What follows belongs to an exercise in optimizing a design on an open flow for small area; a production flow would make more cautious choices.
The RTL was checked by simulation tests, not by an equivalence proof against the original design.
No activity file was given, so power comes from the tool's default toggle rates.

===== design/flow/design.v =====
package wb_register_file_pkg;
  localparam int WB_DATA_W    = 32;
  localparam int WB_SEL_W     = 5;
  localparam int WB_REG_COUNT = 32;
  localparam int WB_ZERO_IDX  = 0;
endpackage
module wb_read_port
#(
  parameter int DATA_W = wb_register_file_pkg::WB_DATA_W,
  parameter int SEL_W  = wb_register_file_pkg::WB_SEL_W
) (
  input  logic              clk,
  input  logic              rst,
  input  logic [SEL_W-1:0]  rd_sel_i,
  input  logic [DATA_W-1:0] rd_stored_i,
  input  logic              wr_en_i,
  input  logic [SEL_W-1:0]  wr_sel_i,
  input  logic [DATA_W-1:0] wr_data_i,
  output logic [DATA_W-1:0] rd_data_o
);
  logic [DATA_W-1:0] rd_data_d;
  logic [DATA_W-1:0] rd_data_q;
  logic              sel_is_zero;
  logic              bypass_hit;
  assign sel_is_zero = (rd_sel_i == SEL_W'(wb_register_file_pkg::WB_ZERO_IDX));
  assign bypass_hit  = wr_en_i && !sel_is_zero && (wr_sel_i == rd_sel_i);
  always_comb begin
    rd_data_d = rd_stored_i;
    if (sel_is_zero) begin
      rd_data_d = '0;
    end else if (bypass_hit) begin
      rd_data_d = wr_data_i;
    end
  end
  always_ff @(posedge clk) begin
    if (rst) begin
      rd_data_q <= '0;
    end else begin
      rd_data_q <= rd_data_d;
    end
  end
  assign rd_data_o = rd_data_q;
endmodule
module wb_register_file
#(
  parameter int DATA_W    = wb_register_file_pkg::WB_DATA_W,
  parameter int SEL_W     = wb_register_file_pkg::WB_SEL_W,
  parameter int REG_COUNT = wb_register_file_pkg::WB_REG_COUNT
) (
  input  logic              clk,
  input  logic              rst,
  input  logic [DATA_W-1:0] S3_WriteData,
  input  logic [SEL_W-1:0]  S3_WriteSelect,
  input  logic              S3_WriteEnable,
  input  logic [SEL_W-1:0]  ReadSelect1,
  input  logic [SEL_W-1:0]  ReadSelect2,
  output logic [DATA_W-1:0] ReadData1,
  output logic [DATA_W-1:0] ReadData2
);
  logic [DATA_W-1:0] regs_q [REG_COUNT];
  logic              wr_fire;
  assign wr_fire = S3_WriteEnable && (S3_WriteSelect != SEL_W'(wb_register_file_pkg::WB_ZERO_IDX));
  always_ff @(posedge clk) begin
    if (rst) begin
      for (int i = 0; i < REG_COUNT; i++) begin
        regs_q[i] <= '0;
      end
    end else if (wr_fire) begin
      regs_q[S3_WriteSelect] <= S3_WriteData;
    end
  end
  wb_read_port #(
    .DATA_W (DATA_W),
    .SEL_W  (SEL_W)
  ) u_read_port1 (
    .clk         (clk),
    .rst         (rst),
    .rd_sel_i    (ReadSelect1),
    .rd_stored_i (regs_q[ReadSelect1]),
    .wr_en_i     (S3_WriteEnable),
    .wr_sel_i    (S3_WriteSelect),
    .wr_data_i   (S3_WriteData),
    .rd_data_o   (ReadData1)
  );
  wb_read_port #(
    .DATA_W (DATA_W),
    .SEL_W  (SEL_W)
  ) u_read_port2 (
    .clk         (clk),
    .rst         (rst),
    .rd_sel_i    (ReadSelect2),
    .rd_stored_i (regs_q[ReadSelect2]),
    .wr_en_i     (S3_WriteEnable),
    .wr_sel_i    (S3_WriteSelect),
    .wr_data_i   (S3_WriteData),
    .rd_data_o   (ReadData2)
  );
endmodule

===== design/flow/run.sh =====
#!/bin/bash
# synth_recipe.tcl (not shown) runs the flow's synth.tcl, then flattens the netlist and writes it again
# the make line also repeats each setting of config.mk as NAME=value (left out here)
make -C /OpenROAD-flow-scripts/flow DESIGN_CONFIG=/design/flow/config.mk WORK_HOME=/design/flow/orfs CLKGATE_MAP_FILE= SYNTH_SCRIPT=/design/flow/synth_recipe.tcl finish

===== design/flow/config.mk =====
export PLATFORM = sky130hd
export DESIGN_NAME = wb_register_file
export DESIGN_NICKNAME = wb_register_file
export VERILOG_FILES = /design/flow/design.v
export SDC_FILE = /design/flow/constraint.sdc
export NUM_CORES = 4
export LEC_CHECK = 0
export CAP_MARGIN = 20
export CORE_MARGIN = 2
export CORE_UTILIZATION = 40
export SLEW_MARGIN = 20

===== design/flow/constraint.sdc =====
create_clock -name core_clock -period 5.0 [get_ports {clk}]
set_input_delay 1.0000 -clock core_clock [delete_from_list [all_inputs] [get_ports {clk}]]
set_output_delay 1.0000 -clock core_clock [all_outputs]
set_load 0.01 [all_outputs]

==> results_dict.tcl <==
set metrics [dict create \
    run_status "complete, no violations" \
    nets 4106 \
    top_usage_layer "met2" \
    routabilityCongestion 0.864 \
    leakage_nw 23.0 \
    min-delay-start "regs_q[30][5]" \
    drc 0 \
    num_rows 138 \
    period_minus_slack_ns 3.62 \
    clock_sinks 1088 \
    fp.dieH_um 380 \
    finalClockSkew_ns 0.0203 \
    synth_ff_type "edfxtp_1" \
    cts-root-buf "clkbuf_16" \
    cp-startpoint "S3_WriteSelect[4]" \
    netlist_top_cells_area "edfxtp_1 (54%), mux4_2 (11%), and2_1 (11%), mux2i_1 (7.9%), a221oi_1 (3.0%)" \
    cts_resized 0 \
    holdWs_ns 0.901 \
    rr_startpoint "regs_q[0][9]" \
    ios 114 \
    fillers 12300 \
    slew_viol_final 0 \
    cp.arrival_ns 4.24 \
    use_met3_pct 6.43 \
    vias 38000 \
    numCtsBuffers 116 \
    drt_iter0_markers 4954 \
    final_common_cell "edfxtp_1" \
    postRouteWirelength_um 199000 \
    final_cells 6057 \
    dieArea_um2 145000 \
    post-place-cells 5828 \
    grt_max_degree 78 \
    path_clk_slew_ns 0.06 \
    initial_core_util_pct 40.1 \
    dp_slack_ns 0.730 \
    ys_types 43 \
    crit_fanout 20 \
    fmax_ghz 0.276 \
    setup_slack_ns 1.38 \
    ctsHoldBuffers 0 \
    crit_path_start_kind "input pin" \
    gr-usage-met2_pct 41.0 \
    drive_gt1_share_pct 17.8 \
    yosysSeqAreaShare_pct 56.6 \
    drv_cap 0 \
    hold_violations 0 \
    setup_viol_count_final 0 \
    grt_pass1_wl_um 281000 \
    grt_usage_pct 27.2 \
    async_reset_ff_share_pct 0 \
    wl_per_cell_um 32.9 \
    rsz0062_at_grt "false" \
    postCtsSetupBuffers 0 \
    layout_common_cells "edfxtp_1 (1024), and2_1 (992), mux2i_1 (448)" \
    hp-class "reg2reg" \
    core_area_um2 141000 \
    ant_nets 0 \
    end_kind "flip-flop" \
    dp_hpwl_um 117000 \
    antenna_found_initial 15 \
    cts.path.max_buffers 3 \
    htree_levels 3 \
    syn_inst 4037 \
    die_w_um 380 \
    drt_first_pass_iters 8 \
    tightestPinTransition_ns 1.16 \
    criticalPathCategory "in2reg" \
    ys_seq_elements 1088 \
    yosys_warnings 2 \
    viasPerCell 6.27 \
    grt_pass1_vias 37200 \
    power.density_nw_per_um2 343 \
    placement.cell_area_um2 60800 \
    synth_area_per_cell_um2 14.0 \
    port_buffers 113 \
    use_met1_pct 38.4 \
    synthesis.area_um2 56600 \
    yosysTopAreaCell "edfxtp_1" \
    finalSetupTns_ns 0 \
    area_delta_synth_final_pct 14.1 \
    synth_edf_count 1024 \
    ir_drop_v 0.000271 \
    relSlewSlack_pct 22.6 \
    clock_latency_ns 0.73 \
    crit_required_ns 5.62 \
    overflow 0 \
    finalCritPeriodShare_pct 72.5 \
    synth_top_cell_area_share_pct 54.3 \
    cts_tree "built" \
    design_area_um2 64600 \
]
routing by layer:
metal / wire (um) / up-vias
met2: 88500 / 2252
met3: 21500 / 365
met4: 7340 / 8
met1: 82100 / 19700
li1: - / 15600
met5: 46 / -
per-stage QoR:
stage	util [%]	total power, mW
floorplan	-	12.4
global placement	43.1	13.6
detailed placement	43.1	13.6
CTS	45.8	22.1
global route	45.8	22.7
finish	45.8	22.1
power breakdown:
group	switching, mW	internal [mW]
combinational	1.61	1.06
clock	3.74	4.91
sequential	0.318	10.5
total	5.67	16.5
cell type report:
cell class | count | area [um2] | share of cell area, %
inverter | 5 | 18.8 | 0.0291
multi-input combinational | 2544 | 23300 | 36.1
sequential | 1088 | 32000 | 49.6
clock buffer | 162 | 3230 | 5.00
clock inverter | 56 | 498 | 0.771
antenna | 11 | 27.5 | 0.0426
timing repair buffer | 301 | 3070 | 4.75
tap | 1890 | 2360 | 3.66
flip-flops by register name (all words and copies together), names as in the netlist:
signal,flops
regs_q,1024
u_read_port1.rd_data_q,32
u_read_port2.rd_data_q,32
critical path, cell delays in order:
cell and delay [ns]:
clkdlybuf4s50_1 0.74, or3_1 0.66, o311ai_4 0.20, o21ai_4 0.61, buf_4 0.48, nor3_1 0.22, a211o_1 0.31
synthesized netlist by cell type (36+ instances only):
library cell     n
edfxtp_1      1024
and2_1         992
mux2i_1        448
clkbuf_1       302
mux4_2         288
a221oi_1       192
o21ai_0        127
a21oi_1         96
a22oi_1         96
buf_2           75
a211o_1         64
a211oi_1        64
dfxtp_1         64
buf_4           37
nor2_1          36
nor3_1          36
worst paths after layout:
path	depth (start not counted)	slack (ns)	to
max reg2reg	5	2.95	u_read_port1.rd_data_q[9]
min reg2reg	4	0.90	u_read_port2.rd_data_q[5]
max	7	1.38	u_read_port2.rd_data_q[16]
min	4	0.90	u_read_port2.rd_data_q[5]
kinds of logic after synthesis:
| group | synth area share [%] |
|---|---|
| AO/OA/AOI/OAI | 8.60 |
| buffers and inverters | 3.46 |
| multiplexers | 19.4 |
| flip-flops | 56.6 |
| XOR/XNOR | 0.168 |
| AND/OR/NAND/NOR | 11.8 |
| other | 0.00663 |

## static timing again, ports no longer ideal
The results above use ideal ports. As a check the final layout listed here was re-extracted and re-timed, cells and wires unchanged.
Step 1 sets driving cells, clkbuf_16 on the clock port and buf_2 on the other inputs (assumed; they add their load-dependent delay and slew).
Step 2 moves the port delays by t, midway between the first and last clock arrival at a register: inputs arrive t later, outputs are due t later. That takes back most of the time a late clock gives input paths.
Three values: no drivers, after step 1, after step 2; two values: the first two.
shift t [ns]: 0.796
setup WS [ns]: 1.376 / 1.384 / 0.588
latest minus earliest clock arrival (ns): 0.028 / 0.028
worst slew at a driven data input, ns: 0.16
pins driven straight from the clock port: 1
After both steps setup and hold are still met in this run. The setup slack of this run moves by +0.008 ns with the drivers and by -0.788 ns with both steps.
